This design comes from an exercise in tuning for small area, a short achievable clock period and few clock cycles per item on the open sky130 flow, not from production work. RTL that was checked went through simulation tests only; none was proved equivalent to the original. No activity file was given, so power comes from the tool's default toggle rates.

==> flow/design.v (excerpt) <==
module ordered_set_engine #(
    parameter int CAPACITY  = 32,
    parameter int KEY_WIDTH = 16
) (
    input  logic                             i_clk,
    input  logic                             i_rst_n,
    input  logic                             i_in_valid,
    output logic                             o_in_stall,
    input  ose_pkg::t_cmd                    i_command,
    input  logic [31:0]                      i_key,
    output logic                             o_out_valid,
    input  logic                             i_out_stall,
    output ose_pkg::t_status                 o_status,
    output logic [31:0]                      o_value,
    output logic                             o_hit,
    output logic [$clog2(CAPACITY+1)-1:0]    o_count
);
clock: 12.0 ns
lec_check: 0
cap_margin: 20
core_margin: 2
core_utilization: 30
gpl_routability_driven: 1
place_density: 0.45
slew_margin: 20
standard.sh (not shown) runs the stock make flow with config.mk's settings and CLKGATE_MAP_FILE= SYNTH_SCRIPT=/design/flow/synth_recipe.tcl, a recipe that flattens the netlist after the stock synthesis.
==> flow/flow/run.sh <==
#!/bin/bash
# Standard layout (standard.sh) with these changes:
#  - synthesis maps the logic with an area-oriented ABC script (flow/abc_area.script);
#    flow/synth_area.tcl is synth_recipe.tcl with only the ABC script swapped;
#  - timing repair aims below the clock period (SETUP_SLACK_MARGIN), on all endpoints;
#  - placement density and clock tree settings as given below.
set -e
FL=$PWD/flow
export MY_ABC_SCRIPT=$FL/abc_area.script
bash standard.sh SYNTH_SCRIPT=$FL/synth_area.tcl SETUP_SLACK_MARGIN=8.4 TNS_END_PERCENT=100 SKIP_GATE_CLONING=1 CORE_UTILIZATION=30 PLACE_DENSITY=0.45 CTS_CLUSTER_SIZE=24 CTS_CLUSTER_DIAMETER=80 "BUFFER_PORTS_ARGS=-buffer_cell sky130_fd_sc_hd__buf_2" finish > standard.log 2>&1
==> flow/flow/abc_area.script <==
strash
&get -n
&st
&dch -f
&nf -a -R 1000
&put
topo
stime -c
==> flow/flow/synth_area.tcl <==
proc synth {args} { yosys synth -nofsm -noshare {*}$args }
proc abc {args} {
  set i [lsearch -exact $args -script]
  if { $i >= 0 && [info exists ::env(MY_ABC_SCRIPT)] } { lset args [expr {$i+1}] $::env(MY_ABC_SCRIPT) }
  yosys abc {*}$args
}
source $::env(SCRIPTS_DIR)/synth.tcl
# left out here: clear keep_hierarchy, flatten, clean up, hide names made inside functions, write 1_2_yosys.v
The baseline finished clean.
Rerun with:
--- a/flow/flow/run.sh
+++ b/flow/flow/run.sh
@@ -10 +10 @@
-bash standard.sh SYNTH_SCRIPT=$FL/synth_area.tcl SETUP_SLACK_MARGIN=8.4 TNS_END_PERCENT=100 SKIP_GATE_CLONING=1 CORE_UTILIZATION=30 PLACE_DENSITY=0.45 CTS_CLUSTER_SIZE=24 CTS_CLUSTER_DIAMETER=80 "BUFFER_PORTS_ARGS=-buffer_cell sky130_fd_sc_hd__buf_2" finish > standard.log 2>&1
+bash standard.sh SYNTH_SCRIPT=$FL/synth_area.tcl SETUP_SLACK_MARGIN=8.4 TNS_END_PERCENT=100 SKIP_GATE_CLONING=1 CORE_UTILIZATION=35 PLACE_DENSITY=0.5 CTS_CLUSTER_SIZE=24 CTS_CLUSTER_DIAMETER=80 "BUFFER_PORTS_ARGS=-buffer_cell sky130_fd_sc_hd__buf_2" finish > standard.log 2>&1
- CORE_UTILIZATION: 30 -> 35
- PLACE_DENSITY: 0.45 -> 0.5
What happened:
- The new run finished clean
- design area came out lower by 1.5%
- total power came out lower by 1.4%
- via count is about the same
- global-route usage came out higher by 3.6 points
- count of clock-buffer cells in the layout came out higher by 4
- wire length came out lower by 4.4%
- area after synthesis does not change
- sequential cell count stays the same
Function was not checked in any run of this note: the RTL went through the layout flow alone.

* * *

Another version of the RTL of ordered_set_engine (not shown whole).
For scale: ~5100 cells after synthesis, ~83 I/O pins, roughly 44000 um^2 of cells after synthesis.
// ordered_set_engine
module ordered_set_engine #(
    parameter int CAPACITY  = 32,
    parameter int KEY_WIDTH = 16
) (
    input  logic                             i_clk,
    input  logic                             i_rst_n,
    input  logic                             i_in_valid,
    output logic                             o_in_stall,
    input  ose_pkg::t_cmd                    i_command,
    input  logic [31:0]                      i_key,
    output logic                             o_out_valid,
    input  logic                             i_out_stall,
    output ose_pkg::t_status                 o_status,
    output logic [31:0]                      o_value,
    output logic                             o_hit,
    output logic [$clog2(CAPACITY+1)-1:0]    o_count
);
clock: 12.0 ns
lec_check: 0
cap_margin: 20
core_margin: 2
core_utilization: 35
gpl_routability_driven: 1
place_density: 0.5
slew_margin: 20
==> flow/flow/run.sh <==
#!/bin/bash
# Standard layout (standard.sh) with these changes:
#  - synthesis maps the logic with an area-oriented ABC script (flow/abc_area.script);
#    flow/synth_area.tcl is synth_recipe.tcl with only the ABC script swapped;
#  - timing repair aims below the clock period (SETUP_SLACK_MARGIN), on all endpoints;
#  - placement density and clock tree settings as given below.
set -e
FL=$PWD/flow
export MY_ABC_SCRIPT=$FL/abc_area.script
bash standard.sh SYNTH_SCRIPT=$FL/synth_area.tcl SETUP_SLACK_MARGIN=8.4 TNS_END_PERCENT=20 SKIP_GATE_CLONING=1 CORE_UTILIZATION=35 PLACE_DENSITY=0.5 CTS_CLUSTER_SIZE=24 CTS_CLUSTER_DIAMETER=80 "BUFFER_PORTS_ARGS=-buffer_cell sky130_fd_sc_hd__buf_2" finish > standard.log 2>&1
Scripts as last shown in full above: flow/flow/abc_area.script, flow/flow/synth_area.tcl
The starting point produced a clean layout.
Testbench counts at the start, summed over its fixed seeds: cycles 12,018, ops 12,000.
Edit:
--- a/flow/flow/run.sh
+++ b/flow/flow/run.sh
@@ -8,3 +8,3 @@
 FL=$PWD/flow
 export MY_ABC_SCRIPT=$FL/abc_area.script
-bash standard.sh SYNTH_SCRIPT=$FL/synth_area.tcl SETUP_SLACK_MARGIN=8.4 TNS_END_PERCENT=20 SKIP_GATE_CLONING=1 CORE_UTILIZATION=35 PLACE_DENSITY=0.5 CTS_CLUSTER_SIZE=24 CTS_CLUSTER_DIAMETER=80 "BUFFER_PORTS_ARGS=-buffer_cell sky130_fd_sc_hd__buf_2" finish > standard.log 2>&1
+bash standard.sh SYNTH_SCRIPT=$FL/synth_area.tcl SETUP_SLACK_MARGIN=8.4 TNS_END_PERCENT=100 SKIP_GATE_CLONING=1 CORE_UTILIZATION=45 PLACE_DENSITY=0.6 CTS_CLUSTER_SIZE=24 CTS_CLUSTER_DIAMETER=80 "BUFFER_PORTS_ARGS=-buffer_cell sky130_fd_sc_hd__buf_2" finish > standard.log 2>&1
Settings changed: CORE_UTILIZATION 35 to 45, PLACE_DENSITY 0.5 to 0.6.
Now the flow ran to the end with violations: antenna rules.
Area after synthesis stays the same.
Setup slack improves by 0.20 ns.
Cell count fell by a few percent.
Design area fell slightly.
Utilization rose by 11 points.
Edit:
--- a/flow/flow/run.sh
+++ b/flow/flow/run.sh
@@ -8,3 +8,3 @@
 FL=$PWD/flow
 export MY_ABC_SCRIPT=$FL/abc_area.script
-bash standard.sh SYNTH_SCRIPT=$FL/synth_area.tcl SETUP_SLACK_MARGIN=8.4 TNS_END_PERCENT=100 SKIP_GATE_CLONING=1 CORE_UTILIZATION=45 PLACE_DENSITY=0.6 CTS_CLUSTER_SIZE=24 CTS_CLUSTER_DIAMETER=80 "BUFFER_PORTS_ARGS=-buffer_cell sky130_fd_sc_hd__buf_2" finish > standard.log 2>&1
+bash standard.sh SYNTH_SCRIPT=$FL/synth_area.tcl SETUP_SLACK_MARGIN=8.4 TNS_END_PERCENT=100 SKIP_GATE_CLONING=1 CORE_UTILIZATION=40 PLACE_DENSITY=0.55 CTS_CLUSTER_SIZE=24 CTS_CLUSTER_DIAMETER=80 "BUFFER_PORTS_ARGS=-buffer_cell sky130_fd_sc_hd__buf_2" finish > standard.log 2>&1
Settings changed: CORE_UTILIZATION 45 to 40, PLACE_DENSITY 0.6 to 0.55.
Effect: With this change the flow finished clean. Setup slack is better by 0.0074 ns. Design area rose by 1.1%. First-iteration DRC count came out lower by about 6%. Hold slack barely changes. Wire length is higher by about 4%. Final cell count went up by 3.0%. Maximum frequency is about the same. Combinational power grows by about 3%. Core utilization fell by 5.2 points. Clock-buffer cell count is lower by 5.
Edit:
--- a/flow/flow/run.sh
+++ b/flow/flow/run.sh
@@ -8,3 +8,3 @@
 FL=$PWD/flow
 export MY_ABC_SCRIPT=$FL/abc_area.script
-bash standard.sh SYNTH_SCRIPT=$FL/synth_area.tcl SETUP_SLACK_MARGIN=8.4 TNS_END_PERCENT=100 SKIP_GATE_CLONING=1 CORE_UTILIZATION=40 PLACE_DENSITY=0.55 CTS_CLUSTER_SIZE=24 CTS_CLUSTER_DIAMETER=80 "BUFFER_PORTS_ARGS=-buffer_cell sky130_fd_sc_hd__buf_2" finish > standard.log 2>&1
+bash standard.sh SYNTH_SCRIPT=$FL/synth_area.tcl SETUP_SLACK_MARGIN=8.4 TNS_END_PERCENT=100 SKIP_GATE_CLONING=1 CORE_UTILIZATION=35 PLACE_DENSITY=0.5 CTS_CLUSTER_SIZE=24 CTS_CLUSTER_DIAMETER=80 "BUFFER_PORTS_ARGS=-buffer_cell sky130_fd_sc_hd__buf_2" finish > standard.log 2>&1
Settings changed: CORE_UTILIZATION 40 to 35, PLACE_DENSITY 0.55 to 0.5.
Clock-buffer cell count rose by 11.
Wire length grows by 3.9%.
Die area went up by about 14%.
Synthesized cell count does not change.
Cell count grows by 2.9%.
Combinational power rises by about 2%.
Maximum frequency goes down by 2.2%.
Design area increases by 1.3%.
Area after synthesis is unchanged.
Clock skew came out higher by 0.020 ns.
Edit:
--- a/flow/flow/run.sh
+++ b/flow/flow/run.sh
@@ -8,3 +8,3 @@
 FL=$PWD/flow
 export MY_ABC_SCRIPT=$FL/abc_area.script
-bash standard.sh SYNTH_SCRIPT=$FL/synth_area.tcl SETUP_SLACK_MARGIN=8.4 TNS_END_PERCENT=100 SKIP_GATE_CLONING=1 CORE_UTILIZATION=35 PLACE_DENSITY=0.5 CTS_CLUSTER_SIZE=24 CTS_CLUSTER_DIAMETER=80 "BUFFER_PORTS_ARGS=-buffer_cell sky130_fd_sc_hd__buf_2" finish > standard.log 2>&1
+bash standard.sh SYNTH_SCRIPT=$FL/synth_area.tcl SETUP_SLACK_MARGIN=8.4 TNS_END_PERCENT=100 SKIP_GATE_CLONING=1 CORE_UTILIZATION=35 PLACE_DENSITY=0.5 CTS_CLUSTER_SIZE=24 CTS_CLUSTER_DIAMETER=80 SLEW_MARGIN=10 CAP_MARGIN=10 "BUFFER_PORTS_ARGS=-buffer_cell sky130_fd_sc_hd__buf_2" finish > standard.log 2>&1
Settings changed: CAP_MARGIN 20 to 10, SLEW_MARGIN 20 to 10.
Effect: The new run ran to the end with no violations; sequential share of layout area went up by 0.22 points; final cell count is about the same; first-iteration DRC count fell by 3.0%; clock power went down by about 4%; non-clock buffer count decreases by 11; register-to-register slack gets worse by 0.05 ns; power drops by 1.8%; worst setup slack loses 0.049 ns.

port drivers added, routing unchanged:
The results above use ideal ports. As a check the final layouts listed here were re-extracted and re-timed, cells and wires unchanged.
Step 1 (the two cells are an assumption about what drives the block):
set clk [get_ports {i_clk}]
set_driving_cell -lib_cell sky130_fd_sc_hd__clkbuf_16 $clk
set_driving_cell -lib_cell sky130_fd_sc_hd__buf_2 [delete_from_list [all_inputs] $clk]
Step 2 adds t to the input delays and takes it off the output delays; t is the mean of the earliest and latest rising clock arrival at the registers after step 1. Input paths then give back, and output paths get back, about the clock's delay inside the block.
Three values: ideal ports, drivers, drivers and shift; two values: the first two.
run	t (ns)	setup WS [ns]	worst hold slack (ns)
the first run of note 1	0.778	8.151 / 8.151 / 7.801	0.436 / 0.436 / 0.436
the second run of note 1	0.771	8.099 / 8.099 / 7.880	0.436 / 0.436 / 0.436
the first run of note 2	0.770	8.159 / 8.159 / 8.159	0.436 / 0.436 / 0.436
the second run of note 2	0.751	8.362 / 8.337 / 7.949	0.434 / 0.434 / 0.434
the third run of note 2	0.768	8.369 / 8.321 / 7.927	0.436 / 0.436 / 0.436
the fourth run of note 2	0.776	8.286 / 8.286 / 7.925	0.437 / 0.437 / 0.437
the fifth run of note 2	0.765	8.236 / 8.236 / 7.936	0.437 / 0.437 / 0.437
The setup slack of the third run of note 2, which loses most, moves by -0.048 ns with the drivers and by -0.442 ns with both steps.
